This is an optimization exercise on Yosys and OpenROAD, whose aim is small area, not a production implementation.
RTL that was checked went through simulation tests only; none was proved equivalent to the original.

## oak
==> flow/design.v <==
`default_nettype none
package sonar_pkg;
    localparam int BUS_W = 16;                  
    localparam logic [3:0] SOC_REGION = 4'd3;   
endpackage
`default_nettype wire
`timescale 1ns/100ps
`default_nettype none
module sonar_clock_gen (
    input  wire logic        wb_clk_i,
    input  wire logic        wb_rst_i,
    input  wire logic [31:0] wdat_i,
    input  wire logic        presc_wr_i,
    output logic [31:0]      presc_o,
    output logic             ce_pdm_o,
    output logic             ce_pcm_o,
    output logic             sstb_o,      
    output logic             lstb_o,      
    output logic             wclr_o,      
    output logic             mclk_o
);
    logic ph1, ph0;
    always_ff @(posedge wb_clk_i) begin
        if (wb_rst_i) begin
            ph1 <= 1'b1;
            ph0 <= 1'b0;
        end else begin
            ph1 <= ph0;
            ph0 <= ~ph1;
        end
    end
    assign mclk_o   = ~ph1;
    assign ce_pdm_o = ~ph1 & ~ph0;
    logic [31:0] pcnt;
    assign ce_pcm_o = ce_pdm_o && (pcnt == presc_o);
    always_ff @(posedge wb_clk_i) begin
        if (wb_rst_i) begin
            presc_o <= 32'd49;
        end else if (presc_wr_i) begin
            presc_o <= wdat_i;
        end
        if (wb_rst_i || presc_wr_i || ce_pcm_o)
            pcnt <= '0;
        else
            pcnt <= pcnt + 32'(ce_pdm_o);
    end
    logic rst_q1, rst_q2;
    always_ff @(posedge wb_clk_i) begin
        if (wb_rst_i) begin
            sstb_o <= 1'b0;
            lstb_o <= 1'b0;
        end else begin
            sstb_o <= ce_pcm_o;
            lstb_o <= sstb_o;
        end
        rst_q1 <= wb_rst_i;
        rst_q2 <= rst_q1;
    end
    assign wclr_o = rst_q1 | rst_q2;
endmodule
`default_nettype wire
`timescale 1ns/100ps
`default_nettype none
module sonar_channel (
    input  wire logic                        wb_clk_i,
    input  wire logic                        wb_rst_i,
    input  wire logic                        ce_pdm_i,
    input  wire logic                        ce_pcm_i,
    input  wire logic                        sstb_i,
    input  wire logic                        lstb_i,
    input  wire logic                        wclr_i,      
    input  wire logic                        pdm_i,
    input  wire logic                        mclear_i,
    input  wire logic                        thresh_wr_i,
    input  wire logic [sonar_pkg::BUS_W-1:0] wdat_i,
    output logic [sonar_pkg::BUS_W-1:0]      sample_o,
    output logic [sonar_pkg::BUS_W-1:0]      level_o,
    output logic [sonar_pkg::BUS_W-1:0]      thresh_o,
    output logic                             echo_o
);
    localparam int W = sonar_pkg::BUS_W;
    logic [W-1:0] cnt;
    logic [W:0]   a1, a2;      
    logic [W:0]   pair;        
    logic [W+1:0] sum;
    assign pair = (W+1)'(sample_o) + (W+1)'(cnt);
    assign sum  = (W+2)'(pair) + (W+2)'(a2);
    logic [W-1:0] inc;
    assign inc = cnt + W'(ce_pdm_i & pdm_i);
    always_ff @(posedge wb_clk_i) begin
        if (wb_rst_i || sstb_i)
            cnt <= '0;
        else if (ce_pcm_i)
            cnt <= sample_o;
        else
            cnt <= inc;
    end
    always_ff @(posedge wb_clk_i) begin
        if (wb_rst_i)
            sample_o <= '0;
        else if (ce_pcm_i)
            sample_o <= inc;
    end
    always_ff @(posedge wb_clk_i) begin
        if (sstb_i || wclr_i) begin
            a1 <= pair;
            a2 <= a1;
        end
    end
    always_ff @(posedge wb_clk_i) begin
        if (wb_rst_i)
            level_o <= '0;
        else if (sstb_i)
            level_o <= sum[W+1:2];
    end
    always_ff @(posedge wb_clk_i) begin
        if (wb_rst_i) begin
            thresh_o <= '1;
            echo_o   <= 1'b0;
        end else begin
            if (thresh_wr_i)
                thresh_o <= wdat_i;
            if (mclear_i || thresh_wr_i)
                echo_o <= 1'b0;
            else if (lstb_i && (level_o > thresh_o))
                echo_o <= 1'b1;
        end
    end
endmodule
`default_nettype wire
`timescale 1ns/100ps
`default_nettype none
module wb_sonar_regs
#(
    parameter int N_CHANNELS = 4
) (
    input  wire logic                                   wb_clk_i,
    input  wire logic                                   wb_rst_i,
    input  wire logic                                   wbs_cyc_i,
    input  wire logic                                   wbs_stb_i,
    input  wire logic                                   wbs_we_i,
    input  wire logic [3:0]                             wbs_sel_i,
    input  wire logic [31:0]                            wbs_adr_i,
    output logic                                        wbs_ack_o,
    output logic [31:0]                                 wbs_dat_o,
    input  wire logic [N_CHANNELS*sonar_pkg::BUS_W-1:0] sample_i,
    input  wire logic [N_CHANNELS*sonar_pkg::BUS_W-1:0] level_i,
    input  wire logic [N_CHANNELS*sonar_pkg::BUS_W-1:0] thresh_i,
    input  wire logic [N_CHANNELS-1:0]                  echo_i,
    input  wire logic [31:0]                            presc_i,
    output logic                                        presc_wr_o,
    output logic [N_CHANNELS-1:0]                       thresh_wr_o,
    output logic                                        irq_o
);
    localparam int W = sonar_pkg::BUS_W;
    logic            acc;
    logic            wr;
    logic [8:0]      word;
    logic [W-1:0]    ch_rdat;
    logic [31:0]     rd_nxt;
    logic [N_CHANNELS-1:0] status_q;
    assign acc  = wbs_cyc_i && wbs_stb_i && (wbs_adr_i[31:28] == sonar_pkg::SOC_REGION) && !wbs_ack_o;
    assign wr   = acc && wbs_we_i && wbs_sel_i[0];
    assign word = wbs_adr_i[10:2];
    assign presc_wr_o = wr && (word == 9'd1);
    for (genvar c = 0; c < N_CHANNELS; c++) begin : g_wr
        assign thresh_wr_o[c] = wr && (word == 9'(2 + 16 * c));
    end
    always_comb begin
        ch_rdat = '0;
        if (word[8:6] == 3'd0) begin
            case (word[3:0])
                4'd2: ch_rdat = thresh_i[word[5:4]*W +: W];
                4'd3: ch_rdat = sample_i[word[5:4]*W +: W];
                4'd4: ch_rdat = level_i[word[5:4]*W +: W];
                default: ch_rdat = '0;
            endcase
        end
        case (word)
            9'd0:    rd_nxt = 32'(status_q);
            9'd1:    rd_nxt = presc_i;
            default: rd_nxt = {{(32-W){ch_rdat[W-1]}}, ch_rdat};
        endcase
    end
    always_ff @(posedge wb_clk_i) begin
        if (wb_rst_i) begin
            wbs_ack_o <= 1'b0;
            status_q  <= '0;
        end else begin
            wbs_ack_o <= acc;
            status_q  <= echo_i;
        end
    end
    always_ff @(posedge wb_clk_i) begin
        wbs_dat_o <= rd_nxt;
    end
    assign irq_o = |status_q;
endmodule
`default_nettype wire
`timescale 1ns/100ps
`default_nettype none
module sonar_top
#(
    parameter int N_CHANNELS = 4,
    parameter int PDM_DIV    = 4,
    parameter int WIN_LOG2   = 2
) (
    input  wire logic                  wb_clk_i,
    input  wire logic                  wb_rst_i,
    input  wire logic                  wbs_cyc_i,
    input  wire logic                  wbs_stb_i,
    input  wire logic                  wbs_we_i,
    input  wire logic [3:0]            wbs_sel_i,
    input  wire logic [31:0]           wbs_adr_i,
    input  wire logic [31:0]           wbs_dat_i,
    output logic                       wbs_ack_o,
    output logic [31:0]                wbs_dat_o,
    input  wire logic [N_CHANNELS-1:0] pdm_i,
    input  wire logic                  mclear_i,
    output logic                       mclk_o,
    output logic                       irq_o
);
    localparam int W = sonar_pkg::BUS_W;
    logic        ce_pdm, ce_pcm, sstb, lstb, wclr;
    logic [31:0] presc;
    logic        presc_wr;
    logic [N_CHANNELS-1:0]   thresh_wr;
    logic [N_CHANNELS*W-1:0] sample, level, thresh;
    logic [N_CHANNELS-1:0]   echo;
    sonar_clock_gen u_clk (
        .wb_clk_i   (wb_clk_i),
        .wb_rst_i   (wb_rst_i),
        .wdat_i     (wbs_dat_i),
        .presc_wr_i (presc_wr),
        .presc_o    (presc),
        .ce_pdm_o   (ce_pdm),
        .ce_pcm_o   (ce_pcm),
        .sstb_o     (sstb),
        .lstb_o     (lstb),
        .wclr_o     (wclr),
        .mclk_o     (mclk_o)
    );
    wb_sonar_regs #(
        .N_CHANNELS (N_CHANNELS)
    ) u_regs (
        .wb_clk_i    (wb_clk_i),
        .wb_rst_i    (wb_rst_i),
        .wbs_cyc_i   (wbs_cyc_i),
        .wbs_stb_i   (wbs_stb_i),
        .wbs_we_i    (wbs_we_i),
        .wbs_sel_i   (wbs_sel_i),
        .wbs_adr_i   (wbs_adr_i),
        .wbs_ack_o   (wbs_ack_o),
        .wbs_dat_o   (wbs_dat_o),
        .sample_i    (sample),
        .level_i     (level),
        .thresh_i    (thresh),
        .echo_i      (echo),
        .presc_i     (presc),
        .presc_wr_o  (presc_wr),
        .thresh_wr_o (thresh_wr),
        .irq_o       (irq_o)
    );
    for (genvar c = 0; c < N_CHANNELS; c++) begin : g_chan
        sonar_channel u_chan (
            .wb_clk_i    (wb_clk_i),
            .wb_rst_i    (wb_rst_i),
            .ce_pdm_i    (ce_pdm),
            .ce_pcm_i    (ce_pcm),
            .sstb_i      (sstb),
            .lstb_i      (lstb),
            .wclr_i      (wclr),
            .pdm_i       (pdm_i[c]),
            .mclear_i    (mclear_i),
            .thresh_wr_i (thresh_wr[c]),
            .wdat_i      (wbs_dat_i[W-1:0]),
            .sample_o    (sample[c*W +: W]),
            .level_o     (level[c*W +: W]),
            .thresh_o    (thresh[c*W +: W]),
            .echo_o      (echo[c])
        );
    end
endmodule
`default_nettype wire
Settings: LEC_CHECK=0, CAP_MARGIN=20, CORE_MARGIN=2, CORE_UTILIZATION=40, CTS_BUF_LIST=sky130_fd_sc_hd__clkbuf_8, CTS_CLUSTER_DIAMETER=50, CTS_CLUSTER_SIZE=18, SLEW_MARGIN=20; clock period 6.0 ns.
run.sh (not shown) runs the stock make flow with config.mk's settings and CLKGATE_MAP_FILE= SYNTH_SCRIPT=/design/flow/synth_recipe.tcl, a recipe that flattens the netlist after the stock synthesis.
oak: done, clean on timing, DRC and antenna
The inputs of pine differ from those of oak as listed below.
diff --git a/flow/design.v b/flow/design.v
--- a/flow/design.v
+++ b/flow/design.v
@@ -55,10 +55,38 @@
         end
         rst_q1 <= wb_rst_i;
         rst_q2 <= rst_q1;
     end
     assign wclr_o = rst_q1 | rst_q2;
+endmodule
+`default_nettype wire
+`timescale 1ns/100ps
+`default_nettype none
+module sonar_add
+#(
+    parameter int N = 16,
+    parameter int K = 3,
+    parameter int R = 0      
+) (
+    input  wire logic [N-1:0] a_i,
+    input  wire logic [N-1:0] b_i,
+    input  wire logic         c_i,
+    output logic [N:0]        s_o
+);
+    localparam int NB = R + (N - R + K - 1) / K;
+    logic [NB:0] c;
+    assign c[0] = c_i;
+    for (genvar j = 0; j < NB; j++) begin : g_blk
+        localparam int LO = (j < R) ? j : R + (j - R) * K;
+        localparam int BK = (j < R) ? 1 : K;
+        localparam int BW = (LO + BK <= N) ? BK : N - LO;
+        logic [BW:0] t;
+        assign t = {1'b0, a_i[LO +: BW]} + {1'b0, b_i[LO +: BW]} + {{BW{1'b0}}, c[j]};
+        assign s_o[LO +: BW] = t[BW-1:0];
+        assign c[j+1] = t[BW];
+    end
+    assign s_o[N] = c[NB];
 endmodule
 `default_nettype wire
 `timescale 1ns/100ps
 `default_nettype none
 module sonar_channel (
@@ -81,12 +109,12 @@
     localparam int W = sonar_pkg::BUS_W;
     logic [W-1:0] cnt;
     logic [W:0]   a1, a2;      
     logic [W:0]   pair;        
     logic [W+1:0] sum;
-    assign pair = (W+1)'(sample_o) + (W+1)'(cnt);
-    assign sum  = (W+2)'(pair) + (W+2)'(a2);
+    sonar_add #(.N(W))   u_pair (.a_i(sample_o), .b_i(cnt), .c_i(1'b0), .s_o(pair));
+    sonar_add #(.N(W+1)) u_sum  (.a_i(pair),     .b_i(a2),  .c_i(1'b0), .s_o(sum));
     logic [W-1:0] inc;
     assign inc = cnt + W'(ce_pdm_i & pdm_i);
     always_ff @(posedge wb_clk_i) begin
         if (wb_rst_i || sstb_i)
             cnt <= '0;
Results
Going from oak to pine, met1 capacity usage during global routing grows by 2.0 points. Number of buffers and inverters on the critical path, oak and pine: smaller value in oak. Compared with oak, in pine total clock buffers created by CTS climbed 3, setup clock skew after layout went up, total number of nets in the final design decreased 6.2%. Compared with oak, in pine cell area reported after detailed placement now smaller, synthesized area now smaller, worst-skew pair later-pin latency comparable, synthesized netlist net count now smaller.
Only the layout flow was run in oak; the RTL was not checked for function there.

what the ideal ports hide:
The results above use ideal ports. As a check the final layouts listed here were re-extracted and re-timed, cells and wires unchanged.
Step 1: set_driving_cell puts a clkbuf_16 on wb_clk_i and a buf_2 on each other input, an assumption about the parent block.
Step 2 adds t to the input delays and takes it off the output delays; t is the mean of the earliest and latest rising clock arrival at the registers after step 1. Input paths then give back, and output paths get back, about the clock's delay inside the block.
Slacks: ideal / step 1 / step 2; pairs: ideal / step 1.
run | t, ns | slack for setup (ns) | hold slack, ns
oak | 0.735 | 1.565 / 1.564 / 1.395 | 0.360 / 0.360 / 0.360
pine | 0.739 | 0.392 / 0.392 / 0.392 | 0.355 / 0.355 / 0.355
After both steps setup and hold are still met in every run listed. For oak, which loses most, drivers alone change the setup slack by -0.001 ns; drivers and shift together by -0.170 ns.
